What follows belongs to an exercise in optimizing a design on an open flow for small area and a short achievable clock period; a production flow would make more cautious choices. The RTL was checked by simulation tests, not by an equivalence proof against the original design. In every run shown here, the design's own scripts or RTL, not TritonCTS, make the clock network. The flow treats the clock pin as an ideal source. Dropping or thinning the clock tree relies on that and would not hold on a real chip. Power figures rest on the tool's default switching activity, not on a simulated workload.

--- flow/flow/run.sh ---
#!/bin/bash
# standard synthesis and layout, except:
# - the port buffers are the smallest buffer instead of a delay cell,
# - the clock tree is a balanced two-level tree built by flow/clock_tree.tcl
#   (root buffer, one buffer per k-means cluster of flip-flops) in place of TritonCTS.
set -euo pipefail
export FLOW_CLOCK_TREE="12 sky130_fd_sc_hd__clkbuf_16 sky130_fd_sc_hd__clkbuf_8"
bash standard.sh SETUP_SLACK_MARGIN=6.2 "BUFFER_PORTS_ARGS=-buffer_cell sky130_fd_sc_hd__buf_1" \
  PRE_CTS_TCL=$PWD/flow/clock_tree.tcl finish > flow_make.log 2>&1
--- flow/flow/clock_tree.tcl ---
# Two-level clock tree: the clock port drives one root buffer, which drives one
# buffer per cluster of flip-flops (clusters by k-means on placement).
proc my_clock_tree {nclusters rootcell leafcell} {
  set block [ord::get_db_block]
  set db [ord::get_db]
  set clknet [$block findNet clk]
  set sinks {}
  foreach it [$clknet getITerms] {
    lappend sinks $it
  }
  set pts {}
  foreach it $sinks {
    set b [[$it getInst] getBBox]
    lappend pts [list [expr {([$b xMin] + [$b xMax]) / 2.0}] [expr {([$b yMin] + [$b yMax]) / 2.0}]]
  }
  set n [llength $pts]
  # k-means, seeded by spreading over sorted x then y
  set cent {}
  set sorted [lsort -real -index 0 $pts]
  for {set k 0} {$k < $nclusters} {incr k} {
    lappend cent [lindex $sorted [expr {int(($k + 0.5) * $n / $nclusters)}]]
  }
  for {set iter 0} {$iter < 50} {incr iter} {
    set assign {}
    foreach p $pts {
      set best 0; set bd 1e30
      for {set k 0} {$k < $nclusters} {incr k} {
        set c [lindex $cent $k]
        set d [expr {abs([lindex $p 0] - [lindex $c 0]) + abs([lindex $p 1] - [lindex $c 1])}]
        if {$d < $bd} { set bd $d; set best $k }
      }
      lappend assign $best
    }
    set newc {}
    for {set k 0} {$k < $nclusters} {incr k} {
      set sx 0; set sy 0; set m 0
      foreach p $pts a $assign {
        if {$a == $k} { set sx [expr {$sx + [lindex $p 0]}]; set sy [expr {$sy + [lindex $p 1]}]; incr m }
      }
      if {$m > 0} { lappend newc [list [expr {$sx / $m}] [expr {$sy / $m}]] } else { lappend newc [lindex $cent $k] }
    }
    set cent $newc
  }
  set rmaster [$db findMaster $rootcell]
  set lmaster [$db findMaster $leafcell]
  # root buffer at the centre of the leaf buffers
  set rx 0; set ry 0
  foreach c $cent { set rx [expr {$rx + [lindex $c 0]}]; set ry [expr {$ry + [lindex $c 1]}] }
  set rx [expr {int($rx / $nclusters)}]; set ry [expr {int($ry / $nclusters)}]
  set root [odb::dbInst_create $block $rmaster "clkbuf_root"]
  $root setLocation $rx $ry
  $root setPlacementStatus PLACED
  set rootnet [odb::dbNet_create $block "clknet_root"]
  $rootnet setSigType CLOCK
  foreach it $sinks { $it disconnect }
  [$root findITerm A] connect $clknet
  [$root findITerm X] connect $rootnet
  for {set k 0} {$k < $nclusters} {incr k} {
    set c [lindex $cent $k]
    set leaf [odb::dbInst_create $block $lmaster "clkbuf_leaf_$k"]
    $leaf setLocation [expr {int([lindex $c 0])}] [expr {int([lindex $c 1])}]
    $leaf setPlacementStatus PLACED
    set net [odb::dbNet_create $block "clknet_leaf_$k"]
    $net setSigType CLOCK
    [$leaf findITerm A] connect $rootnet
    [$leaf findITerm X] connect $net
    foreach it $sinks a $assign {
      if {$a == $k} { $it connect $net }
    }
  }
}

# Used as ORFS's PRE_CTS_TCL hook: build the tree here, and leave the CTS step's
# clock_tree_synthesis call nothing to do.
if {[info exists ::env(FLOW_CLOCK_TREE)]} {
  my_clock_tree {*}$::env(FLOW_CLOCK_TREE)
  set_propagated_clock [all_clocks]
  proc clock_tree_synthesis {args} { puts "clock tree built by flow/clock_tree.tcl" }
}
--- flow/standard.sh ---
#!/bin/bash
# synth_recipe.tcl (not shown) runs the flow's synth.tcl, then flattens the netlist and writes it again
# the make line also repeats each setting of config.mk as NAME=value (left out here)
make -C /OpenROAD-flow-scripts/flow DESIGN_CONFIG=/design/flow/config.mk WORK_HOME=/design/flow/orfs CLKGATE_MAP_FILE= SYNTH_SCRIPT=/design/flow/synth_recipe.tcl "${@:-finish}"
--- flow/config.mk ---
export PLATFORM = sky130hd
export DESIGN_NAME = signedMultiplier16
export DESIGN_NICKNAME = signedMultiplier16
export VERILOG_FILES = /design/flow/design.v
export SDC_FILE = /design/flow/constraint.sdc
export NUM_CORES = 4
export LEC_CHECK = 0
export CAP_MARGIN = 0
export CORE_MARGIN = 2
export CORE_UTILIZATION = 65
export PLACE_DENSITY = 0.75
export SLEW_MARGIN = 0
export SYNTH_HIERARCHICAL = 1
export SYNTH_MINIMUM_KEEP_SIZE = 0
--- flow/constraint.sdc ---
create_clock -name core_clock -period 8.8 [get_ports {clk}]
set_input_delay 1.7600 -clock core_clock [delete_from_list [all_inputs] [get_ports {clk}]]
set_output_delay 1.7600 -clock core_clock [all_outputs]
set_load 0.01 [all_outputs]
--- flow/design.v ---
package multPkg;
  typedef logic signed [16-1:0] operandT;
  typedef logic signed [32-1:0] productT;
  typedef struct packed {
    logic one;
    logic two;
    logic neg;
  } boothT;
  function automatic boothT boothEncode(input logic hi, input logic mid, input logic lo);
    boothT d;
    d.one = mid ^ lo;
    d.two = (hi & ~mid & ~lo) | (~hi & mid & lo);
    d.neg = hi;
    boothEncode = d;
  endfunction
endpackage
module operandPrep (
  input  logic             clk,
  input  logic             rstN,
  input  multPkg::operandT opA,
  input  multPkg::operandT opB,
  input  logic             inValid,
  output logic [15:0]      aR,
  output logic [7:0]       oneR,
  output logic [7:0]       twoR,
  output logic [7:0]       negR,
  output logic             prepValid
);
  logic [16:0] bExt;
  logic [7:0]  one;
  logic [7:0]  two;
  logic [7:0]  neg;
  assign bExt = {opB, 1'b0};
  for (genvar i = 0; i < 8; i++)
  begin : genDigit
    assign {one[i], two[i], neg[i]} = multPkg::boothEncode(bExt[2 * i + 2], bExt[2 * i + 1], bExt[2 * i]);
  end
  always_ff @(posedge clk)
  begin
    prepValid <= rstN & inValid;
  end
  always_ff @(posedge clk)
  begin
    aR <= opA;
    oneR <= one;
    twoR <= two;
    negR <= neg;
  end
endmodule
module daddaTree8 (
  input  logic [15:0]   aR,
  input  logic [7:0]    oneR,
  input  logic [7:0]    twoR,
  input  logic [7:0]    negR,
  output logic [74-1:0] cutBits
);
  logic pp0_0, pp0_1, pp0_2, pp0_3, pp0_4, pp0_5, pp0_6, pp0_7, pp0_8, pp0_9;
  logic pp0_10, pp0_11, pp0_12, pp0_13, pp0_14, pp0_15, pp0_16, pp1_0, pp1_1, pp1_2;
  logic pp1_3, pp1_4, pp1_5, pp1_6, pp1_7, pp1_8, pp1_9, pp1_10, pp1_11, pp1_12;
  logic pp1_13, pp1_14, pp1_15, pp1_16, pp2_0, pp2_1, pp2_2, pp2_3, pp2_4, pp2_5;
  logic pp2_6, pp2_7, pp2_8, pp2_9, pp2_10, pp2_11, pp2_12, pp2_13, pp2_14, pp2_15;
  logic pp2_16, pp3_0, pp3_1, pp3_2, pp3_3, pp3_4, pp3_5, pp3_6, pp3_7, pp3_8;
  logic pp3_9, pp3_10, pp3_11, pp3_12, pp3_13, pp3_14, pp3_15, pp3_16, pp4_0, pp4_1;
  logic pp4_2, pp4_3, pp4_4, pp4_5, pp4_6, pp4_7, pp4_8, pp4_9, pp4_10, pp4_11;
  logic pp4_12, pp4_13, pp4_14, pp4_15, pp4_16, pp5_0, pp5_1, pp5_2, pp5_3, pp5_4;
  logic pp5_5, pp5_6, pp5_7, pp5_8, pp5_9, pp5_10, pp5_11, pp5_12, pp5_13, pp5_14;
  logic pp5_15, pp5_16, pp6_0, pp6_1, pp6_2, pp6_3, pp6_4, pp6_5, pp6_6, pp6_7;
  logic pp6_8, pp6_9, pp6_10, pp6_11, pp6_12, pp6_13, pp6_14, pp6_15, pp6_16, pp7_0;
  logic pp7_1, pp7_2, pp7_3, pp7_4, pp7_5, pp7_6, pp7_7, pp7_8, pp7_9, pp7_10;
  logic pp7_11, pp7_12, pp7_13, pp7_14, pp7_15, pp7_16, s1, k1, s2, k2;
  logic s3, k3, s4, k4, s5, k5, s6, k6, s7, k7;
  logic s8, k8, s9, k9, s10, k10, s11, k11, s12, k12;
  logic s13, k13, s14, k14, s15, k15, s16, k16, s17, k17;
  logic s18, k18, s19, k19, s20, k20, s21, k21, s22, k22;
  logic s23, k23, s24, k24, s25, k25, s26, k26, s27, k27;
  logic s28, k28, s29, k29, s30, k30, s31, k31, s32, k32;
  logic s33, k33, s34, k34, s35, k35, s36, k36, s37, k37;
  logic s38, k38, s39, k39, s40, k40, s41, k41, s42, k42;
  logic s43, k43, s44, k44, s45, k45, s46, k46, s47, k47;
  logic s48, k48, s49, k49, s50, k50, s51, k51, s52, k52;
  logic s53, k53, s54, k54, s55, k55, s56, k56, s57, k57;
  logic s58, k58, s59, k59, s60, k60, s61, k61, s62, k62;
  logic s63, k63, s64, k64, s65, k65, s66, k66, s67, k67;
  logic s68, k68, s69, k69, s70, k70, s71, k71, s72, k72;
  logic s73, k73, s74, k74, s75, k75, s76, k76, s77, k77;
  logic s78, k78, s79, k79, s80, k80, s81, k81, s82, k82;
  logic s83, k83, s84, k84, s85, k85, s86, k86, s87, k87;
  logic s88, k88, s89, k89, s90, k90, s91, k91, s92, k92;
  logic s93, k93, t94, g94, t95, g95, t96, g96, t105, g105;
  logic t106, g106, s107, k107, s108, k108, s109, k109, s110, k110;
  logic s111, k111, s112, k112;
  assign pp0_0 = ((oneR[0] & aR[0]) | (twoR[0] & 1'b0)) ^ negR[0];
  assign pp0_1 = ((oneR[0] & aR[1]) | (twoR[0] & aR[0])) ^ negR[0];
  assign pp0_2 = ((oneR[0] & aR[2]) | (twoR[0] & aR[1])) ^ negR[0];
  assign pp0_3 = ((oneR[0] & aR[3]) | (twoR[0] & aR[2])) ^ negR[0];
  assign pp0_4 = ((oneR[0] & aR[4]) | (twoR[0] & aR[3])) ^ negR[0];
  assign pp0_5 = ((oneR[0] & aR[5]) | (twoR[0] & aR[4])) ^ negR[0];
  assign pp0_6 = ((oneR[0] & aR[6]) | (twoR[0] & aR[5])) ^ negR[0];
  assign pp0_7 = ((oneR[0] & aR[7]) | (twoR[0] & aR[6])) ^ negR[0];
  assign pp0_8 = ((oneR[0] & aR[8]) | (twoR[0] & aR[7])) ^ negR[0];
  assign pp0_9 = ((oneR[0] & aR[9]) | (twoR[0] & aR[8])) ^ negR[0];
  assign pp0_10 = ((oneR[0] & aR[10]) | (twoR[0] & aR[9])) ^ negR[0];
  assign pp0_11 = ((oneR[0] & aR[11]) | (twoR[0] & aR[10])) ^ negR[0];
  assign pp0_12 = ((oneR[0] & aR[12]) | (twoR[0] & aR[11])) ^ negR[0];
  assign pp0_13 = ((oneR[0] & aR[13]) | (twoR[0] & aR[12])) ^ negR[0];
  assign pp0_14 = ((oneR[0] & aR[14]) | (twoR[0] & aR[13])) ^ negR[0];
  assign pp0_15 = ((oneR[0] & aR[15]) | (twoR[0] & aR[14])) ^ negR[0];
  assign pp0_16 = ~(((oneR[0] | twoR[0]) & aR[15]) ^ negR[0]);
  assign pp1_0 = ((oneR[1] & aR[0]) | (twoR[1] & 1'b0)) ^ negR[1];
  assign pp1_1 = ((oneR[1] & aR[1]) | (twoR[1] & aR[0])) ^ negR[1];
  assign pp1_2 = ((oneR[1] & aR[2]) | (twoR[1] & aR[1])) ^ negR[1];
  assign pp1_3 = ((oneR[1] & aR[3]) | (twoR[1] & aR[2])) ^ negR[1];
  assign pp1_4 = ((oneR[1] & aR[4]) | (twoR[1] & aR[3])) ^ negR[1];
  assign pp1_5 = ((oneR[1] & aR[5]) | (twoR[1] & aR[4])) ^ negR[1];
  assign pp1_6 = ((oneR[1] & aR[6]) | (twoR[1] & aR[5])) ^ negR[1];
  assign pp1_7 = ((oneR[1] & aR[7]) | (twoR[1] & aR[6])) ^ negR[1];
  assign pp1_8 = ((oneR[1] & aR[8]) | (twoR[1] & aR[7])) ^ negR[1];
  assign pp1_9 = ((oneR[1] & aR[9]) | (twoR[1] & aR[8])) ^ negR[1];
  assign pp1_10 = ((oneR[1] & aR[10]) | (twoR[1] & aR[9])) ^ negR[1];
  assign pp1_11 = ((oneR[1] & aR[11]) | (twoR[1] & aR[10])) ^ negR[1];
  assign pp1_12 = ((oneR[1] & aR[12]) | (twoR[1] & aR[11])) ^ negR[1];
  assign pp1_13 = ((oneR[1] & aR[13]) | (twoR[1] & aR[12])) ^ negR[1];
  assign pp1_14 = ((oneR[1] & aR[14]) | (twoR[1] & aR[13])) ^ negR[1];
  assign pp1_15 = ((oneR[1] & aR[15]) | (twoR[1] & aR[14])) ^ negR[1];
  assign pp1_16 = ~(((oneR[1] | twoR[1]) & aR[15]) ^ negR[1]);
  assign pp2_0 = ((oneR[2] & aR[0]) | (twoR[2] & 1'b0)) ^ negR[2];
  assign pp2_1 = ((oneR[2] & aR[1]) | (twoR[2] & aR[0])) ^ negR[2];
  assign pp2_2 = ((oneR[2] & aR[2]) | (twoR[2] & aR[1])) ^ negR[2];
  assign pp2_3 = ((oneR[2] & aR[3]) | (twoR[2] & aR[2])) ^ negR[2];
  assign pp2_4 = ((oneR[2] & aR[4]) | (twoR[2] & aR[3])) ^ negR[2];
  assign pp2_5 = ((oneR[2] & aR[5]) | (twoR[2] & aR[4])) ^ negR[2];
  assign pp2_6 = ((oneR[2] & aR[6]) | (twoR[2] & aR[5])) ^ negR[2];
  assign pp2_7 = ((oneR[2] & aR[7]) | (twoR[2] & aR[6])) ^ negR[2];
  assign pp2_8 = ((oneR[2] & aR[8]) | (twoR[2] & aR[7])) ^ negR[2];
  assign pp2_9 = ((oneR[2] & aR[9]) | (twoR[2] & aR[8])) ^ negR[2];
  assign pp2_10 = ((oneR[2] & aR[10]) | (twoR[2] & aR[9])) ^ negR[2];
  assign pp2_11 = ((oneR[2] & aR[11]) | (twoR[2] & aR[10])) ^ negR[2];
  assign pp2_12 = ((oneR[2] & aR[12]) | (twoR[2] & aR[11])) ^ negR[2];
  assign pp2_13 = ((oneR[2] & aR[13]) | (twoR[2] & aR[12])) ^ negR[2];
  assign pp2_14 = ((oneR[2] & aR[14]) | (twoR[2] & aR[13])) ^ negR[2];
  assign pp2_15 = ((oneR[2] & aR[15]) | (twoR[2] & aR[14])) ^ negR[2];
  assign pp2_16 = ~(((oneR[2] | twoR[2]) & aR[15]) ^ negR[2]);
  assign pp3_0 = ((oneR[3] & aR[0]) | (twoR[3] & 1'b0)) ^ negR[3];
  assign pp3_1 = ((oneR[3] & aR[1]) | (twoR[3] & aR[0])) ^ negR[3];
  assign pp3_2 = ((oneR[3] & aR[2]) | (twoR[3] & aR[1])) ^ negR[3];
  assign pp3_3 = ((oneR[3] & aR[3]) | (twoR[3] & aR[2])) ^ negR[3];
  assign pp3_4 = ((oneR[3] & aR[4]) | (twoR[3] & aR[3])) ^ negR[3];
  assign pp3_5 = ((oneR[3] & aR[5]) | (twoR[3] & aR[4])) ^ negR[3];
  assign pp3_6 = ((oneR[3] & aR[6]) | (twoR[3] & aR[5])) ^ negR[3];
  assign pp3_7 = ((oneR[3] & aR[7]) | (twoR[3] & aR[6])) ^ negR[3];
  assign pp3_8 = ((oneR[3] & aR[8]) | (twoR[3] & aR[7])) ^ negR[3];
  assign pp3_9 = ((oneR[3] & aR[9]) | (twoR[3] & aR[8])) ^ negR[3];
  assign pp3_10 = ((oneR[3] & aR[10]) | (twoR[3] & aR[9])) ^ negR[3];
  assign pp3_11 = ((oneR[3] & aR[11]) | (twoR[3] & aR[10])) ^ negR[3];
  assign pp3_12 = ((oneR[3] & aR[12]) | (twoR[3] & aR[11])) ^ negR[3];
  assign pp3_13 = ((oneR[3] & aR[13]) | (twoR[3] & aR[12])) ^ negR[3];
  assign pp3_14 = ((oneR[3] & aR[14]) | (twoR[3] & aR[13])) ^ negR[3];
  assign pp3_15 = ((oneR[3] & aR[15]) | (twoR[3] & aR[14])) ^ negR[3];
  assign pp3_16 = ~(((oneR[3] | twoR[3]) & aR[15]) ^ negR[3]);
  assign pp4_0 = ((oneR[4] & aR[0]) | (twoR[4] & 1'b0)) ^ negR[4];
  assign pp4_1 = ((oneR[4] & aR[1]) | (twoR[4] & aR[0])) ^ negR[4];
  assign pp4_2 = ((oneR[4] & aR[2]) | (twoR[4] & aR[1])) ^ negR[4];
  assign pp4_3 = ((oneR[4] & aR[3]) | (twoR[4] & aR[2])) ^ negR[4];
  assign pp4_4 = ((oneR[4] & aR[4]) | (twoR[4] & aR[3])) ^ negR[4];
  assign pp4_5 = ((oneR[4] & aR[5]) | (twoR[4] & aR[4])) ^ negR[4];
  assign pp4_6 = ((oneR[4] & aR[6]) | (twoR[4] & aR[5])) ^ negR[4];
  assign pp4_7 = ((oneR[4] & aR[7]) | (twoR[4] & aR[6])) ^ negR[4];
  assign pp4_8 = ((oneR[4] & aR[8]) | (twoR[4] & aR[7])) ^ negR[4];
  assign pp4_9 = ((oneR[4] & aR[9]) | (twoR[4] & aR[8])) ^ negR[4];
  assign pp4_10 = ((oneR[4] & aR[10]) | (twoR[4] & aR[9])) ^ negR[4];
  assign pp4_11 = ((oneR[4] & aR[11]) | (twoR[4] & aR[10])) ^ negR[4];
  assign pp4_12 = ((oneR[4] & aR[12]) | (twoR[4] & aR[11])) ^ negR[4];
  assign pp4_13 = ((oneR[4] & aR[13]) | (twoR[4] & aR[12])) ^ negR[4];
  assign pp4_14 = ((oneR[4] & aR[14]) | (twoR[4] & aR[13])) ^ negR[4];
  assign pp4_15 = ((oneR[4] & aR[15]) | (twoR[4] & aR[14])) ^ negR[4];
  assign pp4_16 = ~(((oneR[4] | twoR[4]) & aR[15]) ^ negR[4]);
  assign pp5_0 = ((oneR[5] & aR[0]) | (twoR[5] & 1'b0)) ^ negR[5];
  assign pp5_1 = ((oneR[5] & aR[1]) | (twoR[5] & aR[0])) ^ negR[5];
  assign pp5_2 = ((oneR[5] & aR[2]) | (twoR[5] & aR[1])) ^ negR[5];
  assign pp5_3 = ((oneR[5] & aR[3]) | (twoR[5] & aR[2])) ^ negR[5];
  assign pp5_4 = ((oneR[5] & aR[4]) | (twoR[5] & aR[3])) ^ negR[5];
  assign pp5_5 = ((oneR[5] & aR[5]) | (twoR[5] & aR[4])) ^ negR[5];
  assign pp5_6 = ((oneR[5] & aR[6]) | (twoR[5] & aR[5])) ^ negR[5];
  assign pp5_7 = ((oneR[5] & aR[7]) | (twoR[5] & aR[6])) ^ negR[5];
  assign pp5_8 = ((oneR[5] & aR[8]) | (twoR[5] & aR[7])) ^ negR[5];
  assign pp5_9 = ((oneR[5] & aR[9]) | (twoR[5] & aR[8])) ^ negR[5];
  assign pp5_10 = ((oneR[5] & aR[10]) | (twoR[5] & aR[9])) ^ negR[5];
  assign pp5_11 = ((oneR[5] & aR[11]) | (twoR[5] & aR[10])) ^ negR[5];
  assign pp5_12 = ((oneR[5] & aR[12]) | (twoR[5] & aR[11])) ^ negR[5];
  assign pp5_13 = ((oneR[5] & aR[13]) | (twoR[5] & aR[12])) ^ negR[5];
  assign pp5_14 = ((oneR[5] & aR[14]) | (twoR[5] & aR[13])) ^ negR[5];
  assign pp5_15 = ((oneR[5] & aR[15]) | (twoR[5] & aR[14])) ^ negR[5];
  assign pp5_16 = ~(((oneR[5] | twoR[5]) & aR[15]) ^ negR[5]);
  assign pp6_0 = ((oneR[6] & aR[0]) | (twoR[6] & 1'b0)) ^ negR[6];
  assign pp6_1 = ((oneR[6] & aR[1]) | (twoR[6] & aR[0])) ^ negR[6];
  assign pp6_2 = ((oneR[6] & aR[2]) | (twoR[6] & aR[1])) ^ negR[6];
  assign pp6_3 = ((oneR[6] & aR[3]) | (twoR[6] & aR[2])) ^ negR[6];
  assign pp6_4 = ((oneR[6] & aR[4]) | (twoR[6] & aR[3])) ^ negR[6];
  assign pp6_5 = ((oneR[6] & aR[5]) | (twoR[6] & aR[4])) ^ negR[6];
  assign pp6_6 = ((oneR[6] & aR[6]) | (twoR[6] & aR[5])) ^ negR[6];
  assign pp6_7 = ((oneR[6] & aR[7]) | (twoR[6] & aR[6])) ^ negR[6];
  assign pp6_8 = ((oneR[6] & aR[8]) | (twoR[6] & aR[7])) ^ negR[6];
  assign pp6_9 = ((oneR[6] & aR[9]) | (twoR[6] & aR[8])) ^ negR[6];
  assign pp6_10 = ((oneR[6] & aR[10]) | (twoR[6] & aR[9])) ^ negR[6];
  assign pp6_11 = ((oneR[6] & aR[11]) | (twoR[6] & aR[10])) ^ negR[6];
  assign pp6_12 = ((oneR[6] & aR[12]) | (twoR[6] & aR[11])) ^ negR[6];
  assign pp6_13 = ((oneR[6] & aR[13]) | (twoR[6] & aR[12])) ^ negR[6];
  assign pp6_14 = ((oneR[6] & aR[14]) | (twoR[6] & aR[13])) ^ negR[6];
  assign pp6_15 = ((oneR[6] & aR[15]) | (twoR[6] & aR[14])) ^ negR[6];
  assign pp6_16 = ~(((oneR[6] | twoR[6]) & aR[15]) ^ negR[6]);
  assign pp7_0 = ((oneR[7] & aR[0]) | (twoR[7] & 1'b0)) ^ negR[7];
  assign pp7_1 = ((oneR[7] & aR[1]) | (twoR[7] & aR[0])) ^ negR[7];
  assign pp7_2 = ((oneR[7] & aR[2]) | (twoR[7] & aR[1])) ^ negR[7];
  assign pp7_3 = ((oneR[7] & aR[3]) | (twoR[7] & aR[2])) ^ negR[7];
  assign pp7_4 = ((oneR[7] & aR[4]) | (twoR[7] & aR[3])) ^ negR[7];
  assign pp7_5 = ((oneR[7] & aR[5]) | (twoR[7] & aR[4])) ^ negR[7];
  assign pp7_6 = ((oneR[7] & aR[6]) | (twoR[7] & aR[5])) ^ negR[7];
  assign pp7_7 = ((oneR[7] & aR[7]) | (twoR[7] & aR[6])) ^ negR[7];
  assign pp7_8 = ((oneR[7] & aR[8]) | (twoR[7] & aR[7])) ^ negR[7];
  assign pp7_9 = ((oneR[7] & aR[9]) | (twoR[7] & aR[8])) ^ negR[7];
  assign pp7_10 = ((oneR[7] & aR[10]) | (twoR[7] & aR[9])) ^ negR[7];
  assign pp7_11 = ((oneR[7] & aR[11]) | (twoR[7] & aR[10])) ^ negR[7];
  assign pp7_12 = ((oneR[7] & aR[12]) | (twoR[7] & aR[11])) ^ negR[7];
  assign pp7_13 = ((oneR[7] & aR[13]) | (twoR[7] & aR[12])) ^ negR[7];
  assign pp7_14 = ((oneR[7] & aR[14]) | (twoR[7] & aR[13])) ^ negR[7];
  assign pp7_15 = ((oneR[7] & aR[15]) | (twoR[7] & aR[14])) ^ negR[7];
  assign pp7_16 = ~(((oneR[7] | twoR[7]) & aR[15]) ^ negR[7]);
  halfAdder us1 (.x(negR[5]), .y(pp0_10), .s(s1), .c(k1));
  halfAdder us2 (.x(pp0_11), .y(pp1_9), .s(s2), .c(k2));
  fullAdder us3 (.x(negR[6]), .y(pp0_12), .z(pp1_10), .s(s3), .c(k3));
  halfAdder us4 (.x(pp2_8), .y(pp3_6), .s(s4), .c(k4));
  fullAdder us5 (.x(pp0_13), .y(pp1_11), .z(pp2_9), .s(s5), .c(k5));
  halfAdder us6 (.x(pp3_7), .y(pp4_5), .s(s6), .c(k6));
  fullAdder us7 (.x(negR[7]), .y(pp0_14), .z(pp1_12), .s(s7), .c(k7));
  fullAdder us8 (.x(pp2_10), .y(pp3_8), .z(pp4_6), .s(s8), .c(k8));
  halfAdder us9 (.x(pp5_4), .y(pp6_2), .s(s9), .c(k9));
  fullAdder us10 (.x(pp0_15), .y(pp1_13), .z(pp2_11), .s(s10), .c(k10));
  fullAdder us11 (.x(pp3_9), .y(pp4_7), .z(pp5_5), .s(s11), .c(k11));
  halfAdder us12 (.x(pp6_3), .y(pp7_1), .s(s12), .c(k12));
  assign {k13, s13} = {(1'b1 & pp0_16) | (1'b1 & pp1_14) | (pp0_16 & pp1_14), 1'b1 ^ pp0_16 ^ pp1_14};
  fullAdder us14 (.x(pp2_12), .y(pp3_10), .z(pp4_8), .s(s14), .c(k14));
  fullAdder us15 (.x(pp5_6), .y(pp6_4), .z(pp7_2), .s(s15), .c(k15));
  assign {k16, s16} = {(1'b1 & pp1_15) | (1'b1 & pp2_13) | (pp1_15 & pp2_13), 1'b1 ^ pp1_15 ^ pp2_13};
  fullAdder us17 (.x(pp3_11), .y(pp4_9), .z(pp5_7), .s(s17), .c(k17));
  halfAdder us18 (.x(pp6_5), .y(pp7_3), .s(s18), .c(k18));
  fullAdder us19 (.x(pp1_16), .y(pp2_14), .z(pp3_12), .s(s19), .c(k19));
  fullAdder us20 (.x(pp4_10), .y(pp5_8), .z(pp6_6), .s(s20), .c(k20));
  assign {k21, s21} = {(1'b1 & pp2_15) | (1'b1 & pp3_13) | (pp2_15 & pp3_13), 1'b1 ^ pp2_15 ^ pp3_13};
  halfAdder us22 (.x(pp4_11), .y(pp5_9), .s(s22), .c(k22));
  fullAdder us23 (.x(pp2_16), .y(pp3_14), .z(pp4_12), .s(s23), .c(k23));
  assign {k24, s24} = {1'b1 & pp3_15, 1'b1 ^ pp3_15};
  halfAdder us25 (.x(negR[3]), .y(pp0_6), .s(s25), .c(k25));
  halfAdder us26 (.x(pp0_7), .y(pp1_5), .s(s26), .c(k26));
  fullAdder us27 (.x(negR[4]), .y(pp0_8), .z(pp1_6), .s(s27), .c(k27));
  halfAdder us28 (.x(pp2_4), .y(pp3_2), .s(s28), .c(k28));
  fullAdder us29 (.x(pp0_9), .y(pp1_7), .z(pp2_5), .s(s29), .c(k29));
  halfAdder us30 (.x(pp3_3), .y(pp4_1), .s(s30), .c(k30));
  fullAdder us31 (.x(pp1_8), .y(pp2_6), .z(pp3_4), .s(s31), .c(k31));
  fullAdder us32 (.x(pp4_2), .y(pp5_0), .z(s1), .s(s32), .c(k32));
  fullAdder us33 (.x(pp2_7), .y(pp3_5), .z(pp4_3), .s(s33), .c(k33));
  fullAdder us34 (.x(pp5_1), .y(k1), .z(s2), .s(s34), .c(k34));
  fullAdder us35 (.x(pp4_4), .y(pp5_2), .z(pp6_0), .s(s35), .c(k35));
  fullAdder us36 (.x(k2), .y(s4), .z(s3), .s(s36), .c(k36));
  fullAdder us37 (.x(pp5_3), .y(pp6_1), .z(k4), .s(s37), .c(k37));
  fullAdder us38 (.x(s6), .y(k3), .z(s5), .s(s38), .c(k38));
  fullAdder us39 (.x(pp7_0), .y(k6), .z(s9), .s(s39), .c(k39));
  fullAdder us40 (.x(k5), .y(s7), .z(s8), .s(s40), .c(k40));
  fullAdder us41 (.x(k9), .y(s12), .z(k7), .s(s41), .c(k41));
  fullAdder us42 (.x(k8), .y(s10), .z(s11), .s(s42), .c(k42));
  fullAdder us43 (.x(k12), .y(k10), .z(k11), .s(s43), .c(k43));
  fullAdder us44 (.x(s13), .y(s14), .z(s15), .s(s44), .c(k44));
  fullAdder us45 (.x(s18), .y(k13), .z(k14), .s(s45), .c(k45));
  fullAdder us46 (.x(k15), .y(s16), .z(s17), .s(s46), .c(k46));
  fullAdder us47 (.x(pp7_4), .y(k18), .z(k16), .s(s47), .c(k47));
  fullAdder us48 (.x(k17), .y(s19), .z(s20), .s(s48), .c(k48));
  fullAdder us49 (.x(pp6_7), .y(pp7_5), .z(s22), .s(s49), .c(k49));
  fullAdder us50 (.x(k19), .y(k20), .z(s21), .s(s50), .c(k50));
  fullAdder us51 (.x(pp5_10), .y(pp6_8), .z(pp7_6), .s(s51), .c(k51));
  fullAdder us52 (.x(k22), .y(k21), .z(s23), .s(s52), .c(k52));
  fullAdder us53 (.x(pp4_13), .y(pp5_11), .z(pp6_9), .s(s53), .c(k53));
  fullAdder us54 (.x(pp7_7), .y(s24), .z(k23), .s(s54), .c(k54));
  fullAdder us55 (.x(pp3_16), .y(pp4_14), .z(pp5_12), .s(s55), .c(k55));
  fullAdder us56 (.x(pp6_10), .y(pp7_8), .z(k24), .s(s56), .c(k56));
  assign {k57, s57} = {(1'b1 & pp4_15) | (1'b1 & pp5_13) | (pp4_15 & pp5_13), 1'b1 ^ pp4_15 ^ pp5_13};
  halfAdder us58 (.x(pp6_11), .y(pp7_9), .s(s58), .c(k58));
  fullAdder us59 (.x(pp4_16), .y(pp5_14), .z(pp6_12), .s(s59), .c(k59));
  assign {k60, s60} = {1'b1 & pp5_15, 1'b1 ^ pp5_15};
  halfAdder us61 (.x(negR[2]), .y(pp0_4), .s(s61), .c(k61));
  halfAdder us62 (.x(pp0_5), .y(pp1_3), .s(s62), .c(k62));
  fullAdder us63 (.x(pp1_4), .y(pp2_2), .z(pp3_0), .s(s63), .c(k63));
  fullAdder us64 (.x(pp2_3), .y(pp3_1), .z(k25), .s(s64), .c(k64));
  fullAdder us65 (.x(pp4_0), .y(k26), .z(s28), .s(s65), .c(k65));
  fullAdder us66 (.x(k28), .y(s30), .z(k27), .s(s66), .c(k66));
  fullAdder us67 (.x(k30), .y(k29), .z(s31), .s(s67), .c(k67));
  fullAdder us68 (.x(k31), .y(s33), .z(k32), .s(s68), .c(k68));
  fullAdder us69 (.x(k33), .y(s35), .z(k34), .s(s69), .c(k69));
  fullAdder us70 (.x(k35), .y(s37), .z(k36), .s(s70), .c(k70));
  fullAdder us71 (.x(k37), .y(s39), .z(k38), .s(s71), .c(k71));
  fullAdder us72 (.x(k39), .y(k40), .z(s41), .s(s72), .c(k72));
  fullAdder us73 (.x(k41), .y(k42), .z(s43), .s(s73), .c(k73));
  fullAdder us74 (.x(k43), .y(k44), .z(s45), .s(s74), .c(k74));
  fullAdder us75 (.x(k45), .y(k46), .z(s47), .s(s75), .c(k75));
  fullAdder us76 (.x(s49), .y(k47), .z(k48), .s(s76), .c(k76));
  fullAdder us77 (.x(s51), .y(k49), .z(k50), .s(s77), .c(k77));
  fullAdder us78 (.x(k51), .y(s53), .z(k52), .s(s78), .c(k78));
  fullAdder us79 (.x(k53), .y(s55), .z(s56), .s(s79), .c(k79));
  fullAdder us80 (.x(s58), .y(k55), .z(s57), .s(s80), .c(k80));
  fullAdder us81 (.x(pp7_10), .y(k58), .z(k57), .s(s81), .c(k81));
  fullAdder us82 (.x(pp6_13), .y(pp7_11), .z(s60), .s(s82), .c(k82));
  fullAdder us83 (.x(pp5_16), .y(pp6_14), .z(pp7_12), .s(s83), .c(k83));
  assign {k84, s84} = {1'b1 & pp6_15, 1'b1 ^ pp6_15};
  halfAdder us85 (.x(negR[1]), .y(pp0_2), .s(s85), .c(k85));
  halfAdder us86 (.x(pp0_3), .y(pp1_1), .s(s86), .c(k86));
  fullAdder us87 (.x(pp1_2), .y(pp2_0), .z(s61), .s(s87), .c(k87));
  fullAdder us88 (.x(pp2_1), .y(k61), .z(s62), .s(s88), .c(k88));
  fullAdder us89 (.x(k62), .y(s25), .z(s63), .s(s89), .c(k89));
  fullAdder us90 (.x(s26), .y(k63), .z(s64), .s(s90), .c(k90));
  fullAdder us91 (.x(s27), .y(k64), .z(s65), .s(s91), .c(k91));
  fullAdder us92 (.x(s29), .y(k65), .z(s66), .s(s92), .c(k92));
  fullAdder us93 (.x(s32), .y(k66), .z(s67), .s(s93), .c(k93));
  assign {g94, t94} = {s34 & k67, s34 ^ k67};
  assign {g95, t95} = {s36 & k68, s36 ^ k68};
  assign {g96, t96} = {s38 & k69, s38 ^ k69};
  assign {g105, t105} = {k54 & s79, k54 ^ s79};
  assign {g106, t106} = {k56 & s80, k56 ^ s80};
  fullAdder us107 (.x(s59), .y(k80), .z(s81), .s(s107), .c(k107));
  fullAdder us108 (.x(k59), .y(s82), .z(k81), .s(s108), .c(k108));
  fullAdder us109 (.x(k60), .y(s83), .z(k82), .s(s109), .c(k109));
  fullAdder us110 (.x(pp7_13), .y(s84), .z(k83), .s(s110), .c(k110));
  fullAdder us111 (.x(pp6_16), .y(pp7_14), .z(k84), .s(s111), .c(k111));
  assign {k112, s112} = {1'b1 & pp7_15, 1'b1 ^ pp7_15};
  assign cutBits[0] = s68;
  assign cutBits[1] = t94;
  assign cutBits[2] = g94;
  assign cutBits[3] = s69;
  assign cutBits[4] = t95;
  assign cutBits[5] = g95;
  assign cutBits[6] = s70;
  assign cutBits[7] = t96;
  assign cutBits[8] = g96;
  assign cutBits[9] = s40;
  assign cutBits[10] = k70;
  assign cutBits[11] = s71;
  assign cutBits[12] = s42;
  assign cutBits[13] = k71;
  assign cutBits[14] = s72;
  assign cutBits[15] = s44;
  assign cutBits[16] = k72;
  assign cutBits[17] = s73;
  assign cutBits[18] = s46;
  assign cutBits[19] = k73;
  assign cutBits[20] = s74;
  assign cutBits[21] = s48;
  assign cutBits[22] = k74;
  assign cutBits[23] = s75;
  assign cutBits[24] = s50;
  assign cutBits[25] = k75;
  assign cutBits[26] = s76;
  assign cutBits[27] = s52;
  assign cutBits[28] = k76;
  assign cutBits[29] = s77;
  assign cutBits[30] = s54;
  assign cutBits[31] = k77;
  assign cutBits[32] = s78;
  assign cutBits[33] = k78;
  assign cutBits[34] = t105;
  assign cutBits[35] = g105;
  assign cutBits[36] = k79;
  assign cutBits[37] = t106;
  assign cutBits[38] = g106;
  assign cutBits[39] = negR[0];
  assign cutBits[40] = pp0_0;
  assign cutBits[41] = pp0_1;
  assign cutBits[42] = s85;
  assign cutBits[43] = pp1_0;
  assign cutBits[44] = k85;
  assign cutBits[45] = s86;
  assign cutBits[46] = k86;
  assign cutBits[47] = s87;
  assign cutBits[48] = k87;
  assign cutBits[49] = s88;
  assign cutBits[50] = k88;
  assign cutBits[51] = s89;
  assign cutBits[52] = k89;
  assign cutBits[53] = s90;
  assign cutBits[54] = k90;
  assign cutBits[55] = s91;
  assign cutBits[56] = k91;
  assign cutBits[57] = s92;
  assign cutBits[58] = k92;
  assign cutBits[59] = s93;
  assign cutBits[60] = k93;
  assign cutBits[61] = s107;
  assign cutBits[62] = k107;
  assign cutBits[63] = s108;
  assign cutBits[64] = k108;
  assign cutBits[65] = s109;
  assign cutBits[66] = k109;
  assign cutBits[67] = s110;
  assign cutBits[68] = k110;
  assign cutBits[69] = s111;
  assign cutBits[70] = k111;
  assign cutBits[71] = s112;
  assign cutBits[72] = k112;
  assign cutBits[73] = pp7_16;
endmodule
module fullAdder (
  input  logic x,
  input  logic y,
  input  logic z,
  output logic s,
  output logic c
);
  assign s = x ^ y ^ z;
  assign c = (x & y) | (x & z) | (y & z);
endmodule
module halfAdder (
  input  logic x,
  input  logic y,
  output logic s,
  output logic c
);
  assign s = x ^ y;
  assign c = x & y;
endmodule
module productMerge (
  input  logic                      clk,
  input  logic                      rstN,
  input  logic [74-1:0]    cutBits,
  input  logic                      prepValid,
  output multPkg::productT          product,
  output logic                      outValid
);
  logic                      treeValid;
  logic [74-1:0]    cutR;
  logic [32-1:0] rowA;
  logic [32-1:0] rowB;
  logic s68, t94, g94, s69, t95, g95, s70, t96, g96, s40;
  logic k70, s71, s42, k71, s72, s44, k72, s73, s46, k73;
  logic s74, s48, k74, s75, s50, k75, s76, s52, k76, s77;
  logic s54, k77, s78, k78, t105, g105, k79, t106, g106, negR_0;
  logic pp0_0, pp0_1, s85, pp1_0, k85, s86, k86, s87, k87, s88;
  logic k88, s89, k89, s90, k90, s91, k91, s92, k92, s93;
  logic k93, s107, k107, s108, k108, s109, k109, s110, k110, s111;
  logic k111, s112, k112, pp7_16, s94, k94, s95, k95, s96, k96;
  logic s97, k97, s98, k98, s99, k99, s100, k100, s101, k101;
  logic s102, k102, s103, k103, s104, k104, s105, k105, s106, k106;
  always_ff @(posedge clk)
  begin
    treeValid <= rstN & prepValid;
    outValid  <= rstN & treeValid;
  end
  always_ff @(posedge clk)
  begin
    cutR    <= cutBits;
    product <= rowA + rowB;
  end
  assign s68 = cutR[0];
  assign t94 = cutR[1];
  assign g94 = cutR[2];
  assign s69 = cutR[3];
  assign t95 = cutR[4];
  assign g95 = cutR[5];
  assign s70 = cutR[6];
  assign t96 = cutR[7];
  assign g96 = cutR[8];
  assign s40 = cutR[9];
  assign k70 = cutR[10];
  assign s71 = cutR[11];
  assign s42 = cutR[12];
  assign k71 = cutR[13];
  assign s72 = cutR[14];
  assign s44 = cutR[15];
  assign k72 = cutR[16];
  assign s73 = cutR[17];
  assign s46 = cutR[18];
  assign k73 = cutR[19];
  assign s74 = cutR[20];
  assign s48 = cutR[21];
  assign k74 = cutR[22];
  assign s75 = cutR[23];
  assign s50 = cutR[24];
  assign k75 = cutR[25];
  assign s76 = cutR[26];
  assign s52 = cutR[27];
  assign k76 = cutR[28];
  assign s77 = cutR[29];
  assign s54 = cutR[30];
  assign k77 = cutR[31];
  assign s78 = cutR[32];
  assign k78 = cutR[33];
  assign t105 = cutR[34];
  assign g105 = cutR[35];
  assign k79 = cutR[36];
  assign t106 = cutR[37];
  assign g106 = cutR[38];
  assign negR_0 = cutR[39];
  assign pp0_0 = cutR[40];
  assign pp0_1 = cutR[41];
  assign s85 = cutR[42];
  assign pp1_0 = cutR[43];
  assign k85 = cutR[44];
  assign s86 = cutR[45];
  assign k86 = cutR[46];
  assign s87 = cutR[47];
  assign k87 = cutR[48];
  assign s88 = cutR[49];
  assign k88 = cutR[50];
  assign s89 = cutR[51];
  assign k89 = cutR[52];
  assign s90 = cutR[53];
  assign k90 = cutR[54];
  assign s91 = cutR[55];
  assign k91 = cutR[56];
  assign s92 = cutR[57];
  assign k92 = cutR[58];
  assign s93 = cutR[59];
  assign k93 = cutR[60];
  assign s107 = cutR[61];
  assign k107 = cutR[62];
  assign s108 = cutR[63];
  assign k108 = cutR[64];
  assign s109 = cutR[65];
  assign k109 = cutR[66];
  assign s110 = cutR[67];
  assign k110 = cutR[68];
  assign s111 = cutR[69];
  assign k111 = cutR[70];
  assign s112 = cutR[71];
  assign k112 = cutR[72];
  assign pp7_16 = cutR[73];
  assign s94 = t94 ^ s68;
  assign k94 = g94 | (t94 & s68);
  assign s95 = t95 ^ s69;
  assign k95 = g95 | (t95 & s69);
  assign s96 = t96 ^ s70;
  assign k96 = g96 | (t96 & s70);
  fullAdder us97 (.x(s40), .y(k70), .z(s71), .s(s97), .c(k97));
  fullAdder us98 (.x(s42), .y(k71), .z(s72), .s(s98), .c(k98));
  fullAdder us99 (.x(s44), .y(k72), .z(s73), .s(s99), .c(k99));
  fullAdder us100 (.x(s46), .y(k73), .z(s74), .s(s100), .c(k100));
  fullAdder us101 (.x(s48), .y(k74), .z(s75), .s(s101), .c(k101));
  fullAdder us102 (.x(s50), .y(k75), .z(s76), .s(s102), .c(k102));
  fullAdder us103 (.x(s52), .y(k76), .z(s77), .s(s103), .c(k103));
  fullAdder us104 (.x(s54), .y(k77), .z(s78), .s(s104), .c(k104));
  assign s105 = t105 ^ k78;
  assign k105 = g105 | (t105 & k78);
  assign s106 = t106 ^ k79;
  assign k106 = g106 | (t106 & k79);
  assign rowA[0] = negR_0;
  assign rowB[0] = pp0_0;
  assign rowA[1] = pp0_1;
  assign rowB[1] = 1'b0;
  assign rowA[2] = s85;
  assign rowB[2] = pp1_0;
  assign rowA[3] = k85;
  assign rowB[3] = s86;
  assign rowA[4] = k86;
  assign rowB[4] = s87;
  assign rowA[5] = k87;
  assign rowB[5] = s88;
  assign rowA[6] = k88;
  assign rowB[6] = s89;
  assign rowA[7] = k89;
  assign rowB[7] = s90;
  assign rowA[8] = k90;
  assign rowB[8] = s91;
  assign rowA[9] = k91;
  assign rowB[9] = s92;
  assign rowA[10] = k92;
  assign rowB[10] = s93;
  assign rowA[11] = k93;
  assign rowB[11] = s94;
  assign rowA[12] = k94;
  assign rowB[12] = s95;
  assign rowA[13] = k95;
  assign rowB[13] = s96;
  assign rowA[14] = k96;
  assign rowB[14] = s97;
  assign rowA[15] = k97;
  assign rowB[15] = s98;
  assign rowA[16] = k98;
  assign rowB[16] = s99;
  assign rowA[17] = k99;
  assign rowB[17] = s100;
  assign rowA[18] = k100;
  assign rowB[18] = s101;
  assign rowA[19] = k101;
  assign rowB[19] = s102;
  assign rowA[20] = k102;
  assign rowB[20] = s103;
  assign rowA[21] = k103;
  assign rowB[21] = s104;
  assign rowA[22] = k104;
  assign rowB[22] = s105;
  assign rowA[23] = k105;
  assign rowB[23] = s106;
  assign rowA[24] = k106;
  assign rowB[24] = s107;
  assign rowA[25] = k107;
  assign rowB[25] = s108;
  assign rowA[26] = k108;
  assign rowB[26] = s109;
  assign rowA[27] = k109;
  assign rowB[27] = s110;
  assign rowA[28] = k110;
  assign rowB[28] = s111;
  assign rowA[29] = k111;
  assign rowB[29] = s112;
  assign rowA[30] = k112;
  assign rowB[30] = pp7_16;
  assign rowA[31] = 1'b1;
  assign rowB[31] = 1'b0;
endmodule
module signedMultiplier16 (
  input  logic             clk,
  input  logic             rstN,
  input  multPkg::operandT opA,
  input  multPkg::operandT opB,
  input  logic             inValid,
  output multPkg::productT product,
  output logic             outValid
);
  logic [15:0]               aR;
  logic [7:0]                oneR;
  logic [7:0]                twoR;
  logic [7:0]                negR;
  logic                      prepValid;
  logic [74-1:0]     cutBits;
  operandPrep operandPrep_inst (
    .clk       (clk),
    .rstN      (rstN),
    .opA       (opA),
    .opB       (opB),
    .inValid   (inValid),
    .aR        (aR),
    .oneR      (oneR),
    .twoR      (twoR),
    .negR      (negR),
    .prepValid (prepValid)
  );
  daddaTree8 daddaTree8_inst (
    .aR   (aR),
    .oneR (oneR),
    .twoR (twoR),
    .negR (negR),
    .cutBits (cutBits)
  );
  productMerge productMerge_inst (
    .clk       (clk),
    .rstN      (rstN),
    .cutBits   (cutBits),
    .prepValid (prepValid),
    .product   (product),
    .outValid  (outValid)
  );
endmodule
==> results of run 1 <==
-- layer usage --
metal / track usage [%] / routed length [µm] / vias up
met5: 0 / 0 / -
met4: 5.25 / 532 / 0
met3: 3.20 / 1460 / 49
met2: 37.2 / 9470 / 271
met1: 36.3 / 9890 / 3241
li1: - / - / 3175
-- power by group through the flow --
| stage | Clock (W) | Combinational (W) | Sequential [W] |
|---|---|---|---|
| after floorplan | 0 | 0.00247 | 0.00109 |
| after global placement | 0 | 0.00261 | 0.00112 |
| after detailed placement | 0 | 0.00266 | 0.00113 |
| after CTS | 0.000355 | 0.00286 | 0.00112 |
| after global routing | 0.000385 | 0.00364 | 0.00114 |
| final | 0.000342 | 0.00329 | 0.00112 |
-- per-module statistics from Yosys (local to each module, per instance), excerpt --
module        times used  flops+latches
operandPrep            1             41
daddaTree8             1              0
fullAdder             82              0
halfAdder             17              0
productMerge           1            108
-- final timing paths --
path,to,slack (ps),cells after the start
setup / recovery,product[6],6220,1
hold / removal,productMerge_inst.treeValid,430,1
setup reg to reg,productMerge_inst.product[26],6240,9
hold reg to reg,productMerge_inst.treeValid,430,1
-- cell families after synthesis --
kind of cell	synth area share [%]
buf+inv	12.2
simple gates	5.08
xor+xnor	14.0
compound gates	17.0
mux	0.498
fa+ha+maj	23.0
flops	28.2
-- area by class of cell --
| type | count | area [µm²] |
|---|---|---|
| Multi-Input combinational cell | 658 | 6530 |
| Timing Repair Buffer | 81 | 417 |
| Fill cell | 1275 | 5310 |
| Tap cell | 216 | 270 |
| Inverter | 17 | 63.8 |
| Buffer | 13 | 190 |
| Sequential cell | 149 | 3100 |
-- metrics by stage --
step,area (µm²),setup slack [ps],total power [W],util (%)
final,10600,6220,0.00475,66.6
after global routing,10600,6140,0.00517,66.6
after CTS,10300,6160,0.00433,64.5
after detailed placement,9890,5840,0.00379,62.2
after global placement,9890,5880,0.00373,62.2
after floorplan,10600,6260,0.00356,-
-- cells in the final DEF, fill, tap and decap left out, types with 6 or more instances in the layout --
master	instances
a22oi_1	108
nand2b_1	10
ha_4	8
clkbuf_8	12
buf_4	14
o21ai_2	8
dfxtp_1	106
o21bai_1	6
buf_1	39
a21o_1	14
buf_2	17
inv_1	17
xor2_1	32
o21ai_0	19
nand4_1	7
xnor2_1	137
a21oi_1	27
ha_1	50
nand2_1	25
dfxtp_2	18
fa_1	82
clkbuf_2	7
a22oi_2	13
nor2_1	15
nand3b_1	6
dfxtp_4	25
-- registers in the layout, summed over array words and instances (netlist names) --
| register | count |
|---|---|
| operandPrep_inst.aR | 16 |
| operandPrep_inst.negR | 8 |
| operandPrep_inst.oneR | 8 |
| operandPrep_inst.prepValid | 1 |
| operandPrep_inst.twoR | 8 |
| productMerge_inst.cutR | 74 |
| productMerge_inst.outValid | 1 |
| productMerge_inst.product | 32 |
| productMerge_inst.treeValid | 1 |
-- repair_timing --
item                                    CTS  global route
endpoints found under the setup margin   64            42
pin swaps                                 0            14
cloned                                    0             0
buffers inserted                          1            10
resized for setup                        76            74
==> qor.yml, run 1 <==
status: "finished clean"
p_per_area_nw_per_um2: 450
drive_gt1_share_pct: 18.0
synth_common_cells: "dfxtp_1, xnor2_1, a22oi_1"
critPathSlowestCell: "dfxtp_1"
p_comb_share_pct: 69.2
antenna_found_initial: 0
vias_per_cell: 5.94
synth_enable_flop_cells: 0
start_util_pct: 66.5
slowest_delay_ps: 310
finalNetCount: 1100
ios: 68
yosys.area.top_type_share_pct: 28.2
synthTopCellsByArea: "dfxtp_1, fa_1, xnor2_1, a22oi_1, ha_1"
startpoint: "productMerge_inst.product[6]"
dp_hpwl_um: 14900
synth_cells: 978
relSlewSlack_pct: 61.6
power.switching_w: 0.00209
synth_most_common_cell: "dfxtp_1"
grt_overflow_total: 0
internal_power_w: 0.00267
synth_ff_type: "dfxtp_1"
die_h_um: 131
hold_path_startpoint: "operandPrep_inst.prepValid"
synthesis.area_um2: 10600
routed_wl_um: 21400
dieArea_um2: 17300
grt_pass1_vias: 6527
drc: 0
rows: 46
hp-class: "reg2reg"
ctsHoldBuffers: 0
core_um2: 15900
clk_pin_slew_ps: 80
drv_cap: 0
critPathMaxFanout: 1
reg2reg_from: "productMerge_inst.cutR[12]"
cpLargestDelayFamily: "flip-flops"
syn_to_final_growth_pct: 0.107
worstSkewPairLatency_ps: 390
finalSetupTns_ps: 0
path_cells: "buf_2"
gp_congestion: 0.905
peakVddDrop_mv: 0.287
syn_nets: 1158
port_buffers: 67
syn_area_per_cell_um2: 10.8
path_buf_inv: 1
worst_pin_slew_ps: 576
layout_min_cycle_time_ps: 2580
synth-seq-cells: 149
finalSetupViolCount: 0
ys_warn_count: 8
end_kind: "output pin"
grt_pass1_wl_um: 34500
timing.hold.ws_ps: 433
dp.cells: 1110
grt_max_degree: 20
postRouteAntennaNets: 0
worstSetupPathType: "reg2out"
async_flop_share_pct: 0
critPathArrivalTime_ps: 820
die_w_um: 131
max_freq_mhz: 388
hold_viol: 0
p_leak_nw: 4.08
drv_slew: 0
clock_power_share_pct: 7.2
seq_area_frac_synth_pct: 28.2
synth_top_cell_by_area: "dfxtp_1"
vias: 6736
p_sw_share_pct: 43.9
p_seq_share_pct: 23.6
start_kind: "register"
crit_required_ps: 7040
finalCritPeriodShare_pct: 29.3
synthDistinctLibCells: 67
grtUsageTotal_pct: 24.1
dr.pass1.iters: 5
drt_iter0_markers: 675
fin_cells: 1134
rsz0062_at_grt: "yes"
num_antenna_cells: 0
fin_skew_ps: 43.3
routedWlPerCell_um: 18.8
==> inputs of run 2 (changes only) <==
--- a/flow/config.mk
+++ b/flow/config.mk
@@ -5,10 +5,10 @@
 export SDC_FILE = /design/flow/constraint.sdc
 export NUM_CORES = 4
 export LEC_CHECK = 0
-export CAP_MARGIN = 0
+export CAP_MARGIN = 20
 export CORE_MARGIN = 2
 export CORE_UTILIZATION = 65
 export PLACE_DENSITY = 0.75
-export SLEW_MARGIN = 0
+export SLEW_MARGIN = 20
 export SYNTH_HIERARCHICAL = 1
 export SYNTH_MINIMUM_KEEP_SIZE = 0
==> qor.yml, run 2 <==
ys_warn_count: 8  # unchanged
rsz0062_at_grt: "yes"
grt_overflow_total: 0  # unchanged
routedWlPerCell_um: 18.8  # unchanged
vias_per_cell: 5.94  # unchanged
yosys.area.top_type_share_pct: 28.2  # unchanged
grt_pass1_wl_um: 34500  # unchanged
reg2reg_from: "productMerge_inst.cutR[12]"
finalCritPeriodShare_pct: 29.3  # unchanged
layout_common_cells: "xnor2_1, a22oi_1, dfxtp_1, fa_1, ha_1"
place_area_um2: 9890  # unchanged
grtUsageTotal_pct: 24.1  # unchanged
syn_nets: 1158  # unchanged
holdPathStages: 1  # unchanged
regMostFlops: "productMerge_inst.cutR"
fin_util_pct: 66.6  # unchanged
fin_skew_ps: 43.3  # unchanged
syn_area_per_cell_um2: 10.8  # unchanged
start_kind: "register"
relSlewSlack_pct: 61.6  # unchanged
antenna_found_initial: 0  # unchanged
largest_register_ffs: 74  # unchanged
start_util_pct: 66.5  # unchanged
path_buf_inv: 1  # unchanged
drv_cap: 0  # unchanged
die_h_um: 131  # unchanged
synth_ff_type: "dfxtp_1"
async_flop_share_pct: 0  # unchanged
crit_required_ps: 7040  # about the same
hold_viol: 0  # unchanged
peakVddDrop_mv: 0.287  # unchanged
final_area_um2: 10600  # unchanged
p_total_w: 0.00475  # unchanged
startpoint: "productMerge_inst.product[6]"
cpLargestDelayFamily: "flip-flops"
clk_pin_slew_ps: 80  # about the same
seq_area_frac_synth_pct: 28.2  # unchanged
dieArea_um2: 17300  # unchanged
fin_ws_ps: 6220  # unchanged
worstSetupPathType: "reg2out"
hp-class: "reg2reg"
synthDistinctLibCells: 67  # unchanged
critPathArrivalTime_ps: 820  # about the same
slowest_delay_ps: 310  # about the same
num_antenna_cells: 0  # unchanged
synth_most_common_cell: "dfxtp_1"
drc: 0  # unchanged
ff2ff_path_depth: 9  # unchanged
status: "finished clean"
finalSetupViolCount: 0  # unchanged
core_um2: 15900  # unchanged
worstSkewPairLatency_ps: 390  # about the same
rows: 46  # unchanged
max_freq_mhz: 388  # unchanged
dp_hpwl_um: 14900  # unchanged
drt_iter0_markers: 675  # unchanged
synthesis.area_um2: 10600  # unchanged
drive_gt1_share_pct: 18.0  # unchanged
mostFrequentLayoutCell: "xnor2_1"
critPathMaxFanout: 1  # unchanged
die_w_um: 131  # unchanged
fillers: 1275  # unchanged
synth_enable_flop_cells: 0  # unchanged
path_cells: "buf_2"
vias: 6736  # unchanged
dr.pass1.iters: 5  # unchanged
syn_to_final_growth_pct: 0.107  # unchanged
dp_worst_setup_slack_ps: 5840  # unchanged
reg_top3: "productMerge_inst.cutR (74), productMerge_inst.product (32), operandPrep_inst.aR (16)"
p_leak_nw: 4.08  # unchanged
synthTopCellsByArea: "dfxtp_1, fa_1, xnor2_1, a22oi_1, ha_1"
grt_max_degree: 20  # unchanged
synth_common_cells: "dfxtp_1, xnor2_1, a22oi_1"
synth_top_cell_by_area: "dfxtp_1"
synth_cells: 978  # unchanged
grt_pass1_vias: 6527  # unchanged
finalNetCount: 1100  # unchanged
crit_cells: 1  # unchanged
layout_min_cycle_time_ps: 2580  # unchanged
drv_slew: 0  # unchanged
end_kind: "output pin"
worst_pin_slew_ps: 576  # unchanged
postRouteAntennaNets: 0  # unchanged
finalSetupTns_ps: 0  # unchanged
synth-seq-cells: 149  # unchanged
routed_wl_um: 21400  # unchanged
hold_path_startpoint: "operandPrep_inst.prepValid"
p_per_area_nw_per_um2: 450  # unchanged
critPathSlowestCell: "dfxtp_1"
port_buffers: 67  # unchanged
gp_congestion: 0.905  # unchanged
ios: 68  # unchanged
[run 2: worst reg2reg max path: cells and delay by family (launching register included)]
kind	cells	cell delay, ps
AOI/OAI and AO/OA	4	670
adders and majority gates	2	820
DFF	1	330
xor gates and xnor gates	1	140
and+or+nand+nor	2	470
[run 2: area by class of cell]
class                      count  area (µm²)  share of cell area (%)
multi-input combinational    658        6530                    61.8
sequential                   149        3100                    29.3
timing repair buffer          81         417                    3.94
tap                          216         270                    2.56
buffer                        13         190                    1.80
inverter                      17        63.8                   0.603
[run 2: path summary, 6_finish.rpt]
kind | slack, ps | to
worst min-delay path | 430 | productMerge_inst.treeValid
worst min register to register | 430 | productMerge_inst.treeValid
worst max register to register | 6240 | productMerge_inst.product[26]
worst max-delay path | 6220 | product[6]
[run 2: modules after synthesis, one instance, submodules excluded, excerpt]
module	flops+latches	cell area, µm²	cells inside	times used
halfAdder	0	12.5	1	17
operandPrep	41	1020	71	1
fullAdder	0	20.0	1	82
productMerge	108	4100	370	1
daddaTree8	0	3580	438	1
[run 2: stage by stage]
| stage | hold slack [ps] | cells |
|---|---|---|
| 3_3_place_gp | 414 | 1110 |
| 2_1_floorplan | 406 | 978 |
| 4_1_cts | 439 | 1124 |
| 6_report | 433 | 1134 |
| 5_1_grt | 454 | 1134 |
| 3_5_place_dp | 416 | 1110 |
[run 2: repair_timing]
action	in CTS	in global routing
setup buffers	1	10
cloned	0	0
pin swaps	0	14
gates resized for setup	76	74
hold buffers	0	0
endpoints found under the setup margin	64	42
[run 2: report_power, final]
part | internal [W] | leakage [nW] | switching, W | total, W
Combinational | 0.00156 | 2.72 | 0.00173 | 0.00329
Sequential | 0.000962 | 1.27 | 0.000159 | 0.00112
Clock | 0.000142 | 0.0986 | 0.000200 | 0.000342
Total | 0.00267 | 4.08 | 0.00209 | 0.00475
[run 2: cells by family after synthesis]
group	count (synthesis)	synth area share, %
compound gates	241	17.0
buf+inv	171	12.2
xor+xnor	169	14.0
flops	149	28.2
fa+ha+maj	145	23.0
simple gates	98	5.08
mux	5	0.498
[run 2: routing by layer]
layer	GRT usage, %	routed length [µm]	vias to the layer above
li1	-	-	3175
met3	3.20	1460	49
met5	0	0	-
met2	37.2	9470	271
met4	5.25	532	0
met1	36.3	9890	3241
==> inputs of run 3 (changes only) <==
--- a/flow/flow/run.sh
+++ b/flow/flow/run.sh
@@ -5,5 +5,5 @@
 #   (root buffer, one buffer per k-means cluster of flip-flops) in place of TritonCTS.
 set -euo pipefail
 export FLOW_CLOCK_TREE="12 sky130_fd_sc_hd__clkbuf_16 sky130_fd_sc_hd__clkbuf_8"
-bash standard.sh SETUP_SLACK_MARGIN=6.2 "BUFFER_PORTS_ARGS=-buffer_cell sky130_fd_sc_hd__buf_1" \
+bash standard.sh SETUP_SLACK_MARGIN=6.25 "BUFFER_PORTS_ARGS=-buffer_cell sky130_fd_sc_hd__buf_1" \
   PRE_CTS_TCL=$PWD/flow/clock_tree.tcl finish > flow_make.log 2>&1
==> qor.yml, run 3 <==
worstSkewPairLatency_ps: 390  # about the same
synthDistinctLibCells: 67  # unchanged
port_buffers: 67  # unchanged
drv_cap: 0  # unchanged
dp_hpwl_um: 14900  # unchanged
critPathArrivalTime_ps: 820  # about the same
synth_top_cell_by_area: "dfxtp_1"
syn_area_per_cell_um2: 10.8  # unchanged
reg2reg_from: "productMerge_inst.cutR[19]"
syn_nets: 1158  # unchanged
critPathSlowestCell: "dfxtp_1"
layout_common_cells: "xnor2_1, a22oi_1, dfxtp_1, fa_1, ha_1"
m1WireLength_um: 9960  # +0.73%
die_w_um: 131  # unchanged
seq_area_frac_synth_pct: 28.2  # unchanged
worstSetupPathType: "reg2out"
rows: 46  # unchanged
p_sw_share_pct: 43.2  # -0.68 points
finalNetCount: 1108  # +0.73%
startpoint: "productMerge_inst.product[6]"
rsz0062_at_grt: "yes"
crit_path_end: "product[6]"
drc: 0  # unchanged
status: "finished clean"
finalCritPeriodShare_pct: 29.3  # about the same
worstReg2RegEnd: "productMerge_inst.product[30]"
largest_register_ffs: 74  # unchanged
routedWlPerCell_um: 18.6  # -0.97%
synth_most_common_cell: "dfxtp_1"
clk_pin_slew_ps: 80  # about the same
dieArea_um2: 17300  # unchanged
dp.cells: 1110  # unchanged
grt_pass1_vias: 6589  # +0.95%
postRouteAntennaNets: 0  # unchanged
r2r_slack_ps: 6240  # about the same
synth_common_cells: "dfxtp_1, xnor2_1, a22oi_1"
max_freq_mhz: 388  # about the same
finalSetupViolCount: 0  # unchanged
gp_congestion: 0.905  # unchanged
yosys.area.top_type_share_pct: 28.2  # unchanged
crit_cells: 1  # unchanged
drt_iter0_markers: 767  # +14%
synth_ff_type: "dfxtp_1"
relSlewSlack_pct: 72.9  # +11 points
ios: 68  # unchanged
syn_to_final_growth_pct: 0.770
grtUsageTotal_pct: 24.2  # +0.096 points
p_comb_share_pct: 69.6  # +0.4 points
ctsHoldBuffers: 0  # unchanged
path_buf_inv: 1  # unchanged
top_layer: "met4"
end_kind: "output pin"
cpLargestDelayFamily: "flip-flops"
p_seq_share_pct: 23.3  # -0.3 points
grt_max_degree: 20  # unchanged
seqCellArea_um2: 3110  # +0.36%
path_cells: "buf_2"
ff2ff_path_depth: 9  # unchanged
multi_input_area_um2: 6530  # -0.11%
dp_worst_setup_slack_ps: 5840  # unchanged
grt_overflow_total: 0  # unchanged
regMostFlops: "productMerge_inst.cutR"
drv_slew: 0  # unchanged
fillers: 1259  # -1.3%
drive_gt1_share_pct: 19.0  # +1.0 points
p_per_area_nw_per_um2: 451  # +0.34%
fin_cells: 1142  # +0.71%
routed_wl_um: 21300  # -0.28%
dr_wl_met2_um: 9430  # -0.39%
peakVddDrop_mv: 0.275  # -4.0%
layout_min_cycle_time_ps: 2580  # +0.0200 ps
worst_pin_slew_ps: 406  # -170 ps
dr.pass1.iters: 5  # unchanged
core_um2: 15900  # unchanged
synth_cells: 978  # unchanged
reg_top3: "productMerge_inst.cutR (74), productMerge_inst.product (32), operandPrep_inst.aR (16)"
finalSetupTns_ps: 0  # unchanged
synthTopCellsByArea: "dfxtp_1, fa_1, xnor2_1, a22oi_1, ha_1"
vias_per_cell: 5.93  # -0.18%
ys_warn_count: 8  # unchanged
internal_power_w: 0.00272  # +2.2%
fin_ws_ps: 6220  # -0.0200 ps
hold_viol: 0  # unchanged
synth-seq-cells: 149  # unchanged
vias: 6771  # +0.52%
crit_required_ps: 7040  # about the same
grt_pass1_wl_um: 34600  # +0.34%
wl_met3_um: 1440  # -1.8%
antenna_found_initial: 0  # unchanged
start_util_pct: 66.5  # unchanged
die_h_um: 131  # unchanged
power.switching_w: 0.00208  # -0.56%
hp-class: "reg2reg"
mostFrequentLayoutCell: "xnor2_1"
start_kind: "register"
synthesis.area_um2: 10600  # unchanged
p_leak_nw: 4.12  # +0.96%
clock_power_share_pct: 7.1  # about the same
async_flop_share_pct: 0  # unchanged
fin_skew_ps: 41.2  # -2.10 ps
num_antenna_cells: 0  # unchanged
slowest_delay_ps: 320  # about the same
critPathMaxFanout: 1  # unchanged
synth_enable_flop_cells: 0  # unchanged
## run 3: cell counts after synthesis
Identical to the previous run, type by type.
## run 3: Yosys stat by module (local to each module, per instance), a selection
module        area [µm²]  cells  flops+latches
daddaTree8          3580    438              0
fullAdder           20.0      1              0
halfAdder           12.5      1              0
operandPrep         1020     71             41
productMerge        4100    370            108
## run 3: area by class of cell
type / count / area share [%]
Buffer: 13 / 1.79
Inverter: 17 / 0.600
Multi-Input combinational cell: 658 / 61.3
Sequential cell: 149 / 29.2
Tap cell: 216 / 2.54
Timing Repair Buffer: 89 / 4.54
## run 3: worst min path at each step
stage	from	to	depth (start not counted)
finish	operandPrep_inst.prepValid	productMerge_inst.treeValid	1
global route	operandPrep_inst.prepValid	productMerge_inst.treeValid	1
CTS	operandPrep_inst.prepValid	productMerge_inst.treeValid	1
detailed placement	operandPrep_inst.prepValid	productMerge_inst.treeValid	1
global placement	operandPrep_inst.prepValid	productMerge_inst.treeValid	1
floorplan	operandPrep_inst.prepValid	productMerge_inst.treeValid	1
## run 3: through the flow
stage	area (µm²)	power, W	hold slack (ps)	util, %
after floorplan	10600	0.00356	406	-
after global placement	9890	0.00373	414	62.2
after detailed placement	9890	0.00379	416	62.2
after CTS	10300	0.00444	439	65.1
after global routing	10600	0.00522	454	67.0
final	10600	0.00480	433	67.0
## run 3: power by group through the flow
stage | Sequential, W | Combinational (W) | Clock [W]
after floorplan | 0.00109 | 0.00247 | 0
after global placement | 0.00112 | 0.00261 | 0
after detailed placement | 0.00113 | 0.00266 | 0
after CTS | 0.00112 | 0.00297 | 0.000355
after global routing | 0.00114 | 0.00370 | 0.000385
final | 0.00112 | 0.00334 | 0.000340
## run 3: repair_timing
action,in CTS,in global routing
pin swaps,6,18
endpoints found under the setup margin,82,61
buffers inserted,4,15
hold endpoints to repair,0,0
gates resized for setup,101,56
## run 3: metal layers
metal | track usage, % | up-vias
met4 | 5.50 | 0
met5 | 0 | -
met3 | 3.20 | 38
met2 | 37.3 | 279
met1 | 36.5 | 3258
li1 | - | 3196
## run 3: cells by family after synthesis
| kind of cell | synth area share [%] |
|---|---|
| XOR/XNOR | 14.0 |
| AND/OR/NAND/NOR | 5.08 |
| flip-flops | 28.2 |
| AO/OA/AOI/OAI | 17.0 |
| multiplexers | 0.498 |
| adder cells (fa/ha/maj) | 23.0 |
| buffers and inverters | 12.2 |

## static timing again, ports no longer ideal
The flow's constraints put no driver on any port. The routed layouts listed below were extracted and timed again, unchanged, in two steps.
Step 1 assumes that a clkbuf_16 drives the clock port and a buf_2 every other input.
Step 2 also shifts input and output timing later by t, the mid clock arrival at the registers, as if the neighbouring blocks saw the same clock.
Three values: no drivers, after step 1, after step 2; two values: the first two.
| run | t (ns) | slack for setup (ns) | hold WS [ns] | latest minus earliest clock arrival (ns) |
|---|---|---|---|---|
| run 1 | 0.413 | 6.222 / 6.177 / 6.244 | 0.433 / 0.433 / 0.433 | 0.048 / 0.048 |
| run 2 | 0.413 | 6.222 / 6.177 / 6.244 | 0.433 / 0.433 / 0.433 | 0.048 / 0.048 |
| run 3 | 0.410 | 6.222 / 6.177 / 6.241 | 0.433 / 0.433 / 0.433 | 0.047 / 0.047 |
After both steps setup and hold are still met in every run listed.
